Source: an optimization exercise on an open RTL-to-GDS flow (aim: small area and few clock cycles per item). Production flows keep margins and buffers that such runs may drop.
In this exercise RTL edits were held to simulation tests only and were not proved equivalent to the original.
Power is estimated from default activity; no workload was simulated. The flow treats the clock pin as an ideal source, which a real chip does not have.

==> flow/design.v <==
package ofdm_pkg;
  localparam int N_FFT    = 64;
  localparam int LOG2_N   = 6;
  localparam int CP_LEN   = 16;
  localparam int SAMPLE_W = 32;
  typedef enum logic [1:0] {
    IDLE = 2'd0,
    PFX  = 2'd1,
    BODY = 2'd2
  } rd_state_e;
endpackage
module cp_ram
#(
   parameter int WIDTH = 32,
   parameter int N     = 64
) (
   input  logic             clk,
   input  logic [N/4-1:0]   keep,     
   input  logic [N/4-1:0]   ins,      
   input  logic [WIDTH-1:0] wd,
   input  logic [3:0]       tap_n,    
   output logic [WIDTH-1:0] rd
);
   logic [WIDTH-1:0] ring [N];
   logic [WIDTH-1:0] wd_n;
   assign wd_n = ~wd;
   always_ff @(posedge clk) begin
      for (int p = 0; p < N; p++) begin
         if (p % 4 == 1) ring[p] <= ~((ring[(p + N - 1) % N] | {WIDTH{ins[p / 4]}}) &
                                      ((((p / 4) % 2 == 0) ? wd : wd_n) | {WIDTH{keep[p / 4]}}));
         else            ring[p] <= ring[(p + N - 1) % N];
      end
   end
   assign rd = (ring[0]     | {WIDTH{tap_n[0]}}) & (ring[N / 4]     | {WIDTH{tap_n[1]}}) &
               (ring[N / 2] | {WIDTH{tap_n[2]}}) & (ring[3 * N / 4] | {WIDTH{tap_n[3]}});
endmodule
module cp_insert
#(
   parameter int WIDTH = 32,
   parameter int N     = 64,
   parameter int B     = 6,
   parameter int CP    = 16
) (
   input  logic             clk,
   input  logic             rst,
   input  logic             ena_in,
   input  logic [WIDTH-1:0] dat_in,
   output logic             in_rdy,
   output logic             val_out,
   output logic             sym_sta,
   output logic [WIDTH-1:0] dat_out
);
   if (N != 64 || B != 6 || CP != 16) begin : g_bad_par
      $error("cp_insert: this implementation is built for N = 64, B = 6, CP = 16");
   end
   logic [B-1:0] ph, ph_nxt;
   logic [B-1:0] wa, wa_nxt;
   logic [B-1:0] wpos;
   logic         full, full_nxt;
   logic         act, act_nxt;
   logic         body, body_nxt;
   logic [1:0]   tsel;
   logic [3:0]   toh, toh_nxt;
   logic [B-1:0] ra;
   logic         free, rdy, acc, last_in, last_pfx, last_out, start;
   logic [N/4-1:0] sel, ins;
   assign tsel = {toh[3] | toh[2], toh[3] | toh[1]};
   assign ra   = {ph[5:4] - tsel, ph[3:0]};
   assign wpos = ph + B'(1) - wa;
   assign free = !full || (act && body);
   assign rdy  = (wpos[1:0] == 2'b01) && free;
   assign acc  = ena_in && rdy;
   always_comb begin
      sel = '0;
      if (rdy) sel[wpos[B-1:2]] = 1'b1;
   end
   assign ins = ena_in ? sel : '0;
   assign last_in  = acc && (wa == B'(N - 1));
   assign last_pfx = act && !body && (ph[3:0] == 4'hf);
   assign last_out = act && body && (ra == B'(N - 1));
   assign wa_nxt   = acc ? wa + B'(1) : wa;
   assign full_nxt = last_in || (full && !last_out);
   assign ph_nxt   = (!full_nxt && wa_nxt == '0) ? '0 : ph + B'(1);
   assign start    = full_nxt && (!act || last_out) && (ph_nxt[3:0] == 4'h0);
   always_comb begin
      act_nxt  = act;
      body_nxt = body;
      toh_nxt  = toh;
      if (start) begin
         act_nxt  = 1'b1;
         body_nxt = 1'b0;
         toh_nxt  = 4'b0001 << (ph_nxt[5:4] + 2'd1);
      end else begin
         if (last_pfx) body_nxt = 1'b1;
         if (last_out) act_nxt  = 1'b0;
      end
   end
   always_ff @(posedge clk or negedge rst) begin
      if (!rst) begin
         ph   <= '0;
         wa   <= '0;
         full <= 1'b0;
         act  <= 1'b0;
      end else begin
         ph   <= ph_nxt;
         wa   <= wa_nxt;
         full <= full_nxt;
         act  <= act_nxt;
      end
   end
   always_ff @(posedge clk) begin
      body <= body_nxt;
      toh  <= toh_nxt;
   end
   cp_ram #(
      .WIDTH (WIDTH),
      .N     (N)
   ) u_ram (
      .clk (clk),
      .keep(~sel),
      .ins (ins),
      .wd  (dat_in),
      .tap_n (~toh),
      .rd  (dat_out)
   );
   assign in_rdy  = rdy;
   assign val_out = act;
   assign sym_sta = act && !body && (ph[3:0] == 4'h0);
endmodule
clock: 7.0 ns
lec_check: 0
cap_margin: 10
core_margin: 2
core_utilization: 60
cts_buf_list: sky130_fd_sc_hd__clkbuf_16
cts_cluster_diameter: 100
cts_cluster_size: 34
slew_margin: 10
synth_hierarchical: 1
synth_memory_max_bits: 16384
standard.sh (not shown) runs the stock make flow with config.mk's settings and CLKGATE_MAP_FILE= SYNTH_SCRIPT=/design/flow/synth_recipe.tcl, a recipe that flattens the netlist after the stock synthesis.
==> flow/flow/run.sh <==
#!/bin/bash
set -e
rm -rf scripts_abc
cp -r "$FLOW_HOME/scripts" scripts_abc
sed -i 's/^&nf$/\&nf -R 1000/; /^buffer -c$/d; /^upsize -c$/d; /^dnsize -c$/d' scripts_abc/abc_speed.script
cp scripts_abc/abc_speed.script abc_speed_script.log
export SCRIPTS_DIR="$PWD/scripts_abc"
export BUFFER_PORTS_ARGS="-buffer_cell sky130_fd_sc_hd__buf_1"
export CTS_ARGS="-sink_clustering_enable -repair_clock_nets -sink_clustering_size 34 -sink_clustering_max_diameter 100 -buf_list sky130_fd_sc_hd__clkbuf_16 -dont_use_dummy_load"
bash standard.sh > standard.log 2>&1
Testbench counts at the start, summed over its fixed seeds: cycles 15,872, symbols 192.
Next try:
--- a/flow/design.v
+++ b/flow/design.v
@@ -59,13 +59,10 @@
    logic         full, full_nxt;
    logic         act, act_nxt;
    logic         body, body_nxt;
-   logic [1:0]   tsel;
-   logic [3:0]   toh, toh_nxt;
-   logic [B-1:0] ra;
+   logic [3:0]   tap_n, tap_n_nxt;
+   logic [1:0]   tnew;
    logic         free, rdy, acc, last_in, last_pfx, last_out, start;
    logic [N/4-1:0] sel, ins;
-   assign tsel = {toh[3] | toh[2], toh[3] | toh[1]};
-   assign ra   = {ph[5:4] - tsel, ph[3:0]};
    assign wpos = ph + B'(1) - wa;
    assign free = !full || (act && body);
    assign rdy  = (wpos[1:0] == 2'b01) && free;
@@ -77,19 +74,20 @@
    assign ins = ena_in ? sel : '0;
    assign last_in  = acc && (wa == B'(N - 1));
    assign last_pfx = act && !body && (ph[3:0] == 4'hf);
-   assign last_out = act && body && (ra == B'(N - 1));
+   assign last_out = act && body && (ph[3:0] == 4'hf) && !tap_n[ph[5:4] + 2'd1];
    assign wa_nxt   = acc ? wa + B'(1) : wa;
    assign full_nxt = last_in || (full && !last_out);
-   assign ph_nxt   = (!full_nxt && wa_nxt == '0) ? '0 : ph + B'(1);
-   assign start    = full_nxt && (!act || last_out) && (ph_nxt[3:0] == 4'h0);
+   assign ph_nxt   = (!full_nxt && wa == '0 && !acc) ? '0 : ph + B'(1);
+   assign start    = full_nxt && (!act || last_out) && (ph[3:0] == 4'hf);
+   assign tnew     = ph[5:4] + 2'd2;
    always_comb begin
-      act_nxt  = act;
-      body_nxt = body;
-      toh_nxt  = toh;
+      act_nxt   = act;
+      body_nxt  = body;
+      tap_n_nxt = tap_n;
       if (start) begin
-         act_nxt  = 1'b1;
-         body_nxt = 1'b0;
-         toh_nxt  = 4'b0001 << (ph_nxt[5:4] + 2'd1);
+         act_nxt   = 1'b1;
+         body_nxt  = 1'b0;
+         tap_n_nxt = ~(4'b0001 << tnew);
       end else begin
          if (last_pfx) body_nxt = 1'b1;
          if (last_out) act_nxt  = 1'b0;
@@ -109,8 +107,8 @@
       end
    end
    always_ff @(posedge clk) begin
-      body <= body_nxt;
-      toh  <= toh_nxt;
+      body  <= body_nxt;
+      tap_n <= tap_n_nxt;
    end
    cp_ram #(
       .WIDTH (WIDTH),
@@ -120,7 +118,7 @@
       .keep(~sel),
       .ins (ins),
       .wd  (dat_in),
-      .tap_n (~toh),
+      .tap_n (tap_n),
       .rd  (dat_out)
    );
    assign in_rdy  = rdy;
After rerunning: Combinational power climbs by a quarter to a third; via count drops slightly; worst setup slack is about the same; routed wire length drops by a few percent; global-route usage drops by 0.54 points; die area stays flat; sequential share of layout area stays flat; final area stays flat; total power drops by a few percent; final cell count drops slightly; clock-buffer cell count stays the same; clock power stays flat; area after synthesis hardly moves.
Testbench counts after the change, summed over its fixed seeds: cycles 15,872, symbols 192.

---

RTL: the design.v shown in full above, as it stands there.
clock: 7.0 ns
lec_check: 0
cap_margin: 0
core_margin: 2
core_utilization: 60
cts_buf_list: sky130_fd_sc_hd__clkbuf_16
cts_cluster_diameter: 100
cts_cluster_size: 34
place_density: 0.8
slew_margin: 0
synth_hierarchical: 1
synth_memory_max_bits: 16384
Scripts as last shown in full above: flow/flow/run.sh
The first run finished with timing, DRC and antenna clean.
Testbench counts at the start, summed over its fixed seeds: cycles 15,872, symbols 192.
Rerun with:
--- a/flow/design.v
+++ b/flow/design.v
@@ -14,26 +14,26 @@
    parameter int WIDTH = 32,
    parameter int N     = 64
 ) (
    input  logic             clk,
-   input  logic [N/4-1:0]   keep,     
+   input  logic [N/4-1:0]   sel,      
    input  logic [N/4-1:0]   ins,      
    input  logic [WIDTH-1:0] wd,
-   input  logic [3:0]       tap_n,    
+   input  logic [3:0]       tap,      
    output logic [WIDTH-1:0] rd
 );
    logic [WIDTH-1:0] ring [N];
    logic [WIDTH-1:0] wd_n;
    assign wd_n = ~wd;
    always_ff @(posedge clk) begin
       for (int p = 0; p < N; p++) begin
-         if (p % 4 == 1) ring[p] <= ~((ring[(p + N - 1) % N] | {WIDTH{ins[p / 4]}}) &
-                                      ((((p / 4) % 2 == 0) ? wd : wd_n) | {WIDTH{keep[p / 4]}}));
+         if (p % 4 == 1) ring[p] <= ~((ring[(p + N - 1) % N] & {WIDTH{~sel[p / 4]}}) |
+                                      ({WIDTH{ins[p / 4]}} & (((p / 4) % 2 == 0) ? wd : wd_n)));
          else            ring[p] <= ring[(p + N - 1) % N];
       end
    end
-   assign rd = (ring[0]     | {WIDTH{tap_n[0]}}) & (ring[N / 4]     | {WIDTH{tap_n[1]}}) &
-               (ring[N / 2] | {WIDTH{tap_n[2]}}) & (ring[3 * N / 4] | {WIDTH{tap_n[3]}});
+   assign rd = ({WIDTH{tap[0]}} & ring[0])     | ({WIDTH{tap[1]}} & ring[N / 4]) |
+               ({WIDTH{tap[2]}} & ring[N / 2]) | ({WIDTH{tap[3]}} & ring[3 * N / 4]);
 endmodule
 module cp_insert
 #(
    parameter int WIDTH = 32,
@@ -116,12 +116,12 @@
       .WIDTH (WIDTH),
       .N     (N)
    ) u_ram (
       .clk (clk),
-      .keep(~sel),
+      .sel (sel),
       .ins (ins),
       .wd  (dat_in),
-      .tap_n (~toh),
+      .tap (toh),
       .rd  (dat_out)
    );
    assign in_rdy  = rdy;
    assign val_out = act;
=>
- The new run finished clean
- synthesized area goes up slightly
- cell area goes up slightly
- utilization goes down by 0.45 points
- worst setup slack degrades by 0.014 ns
- synthesized cell count goes up slightly
- maximum frequency is about the same
Testbench counts after the change, summed over its fixed seeds: cycles 15,872, symbols 192.

re-timing with driven ports:
Ports are ideal in the flow. The routed layouts listed here were re-timed in OpenROAD. Step 1 assumes that a clkbuf_16 drives the clock port and a buf_2 every other input. Step 2, shift: input delay + t, output delay - t, t = (earliest + latest rising clock arrival at the registers) / 2. This alone moves slack from input paths to output paths. Three values: no drivers, after step 1, after step 2; two values: the first two.
run | t, ns | setup WS [ns] | clock arrival spread, ns | cell pins on the clock port's net
the first run of note 1 | 0.704 | 1.845 / 1.845 / 1.845 | 0.050 / 0.050 | 1
the second run of note 1 | 0.711 | 1.844 / 1.844 / 1.844 | 0.046 / 0.046 | 1
the first run of note 2 | 0.698 | 1.843 / 1.843 / 1.843 | 0.082 / 0.082 | 1
the second run of note 2 | 0.708 | 1.828 / 1.828 / 1.828 | 0.054 / 0.054 | 1
After both steps every run listed still meets setup and hold.
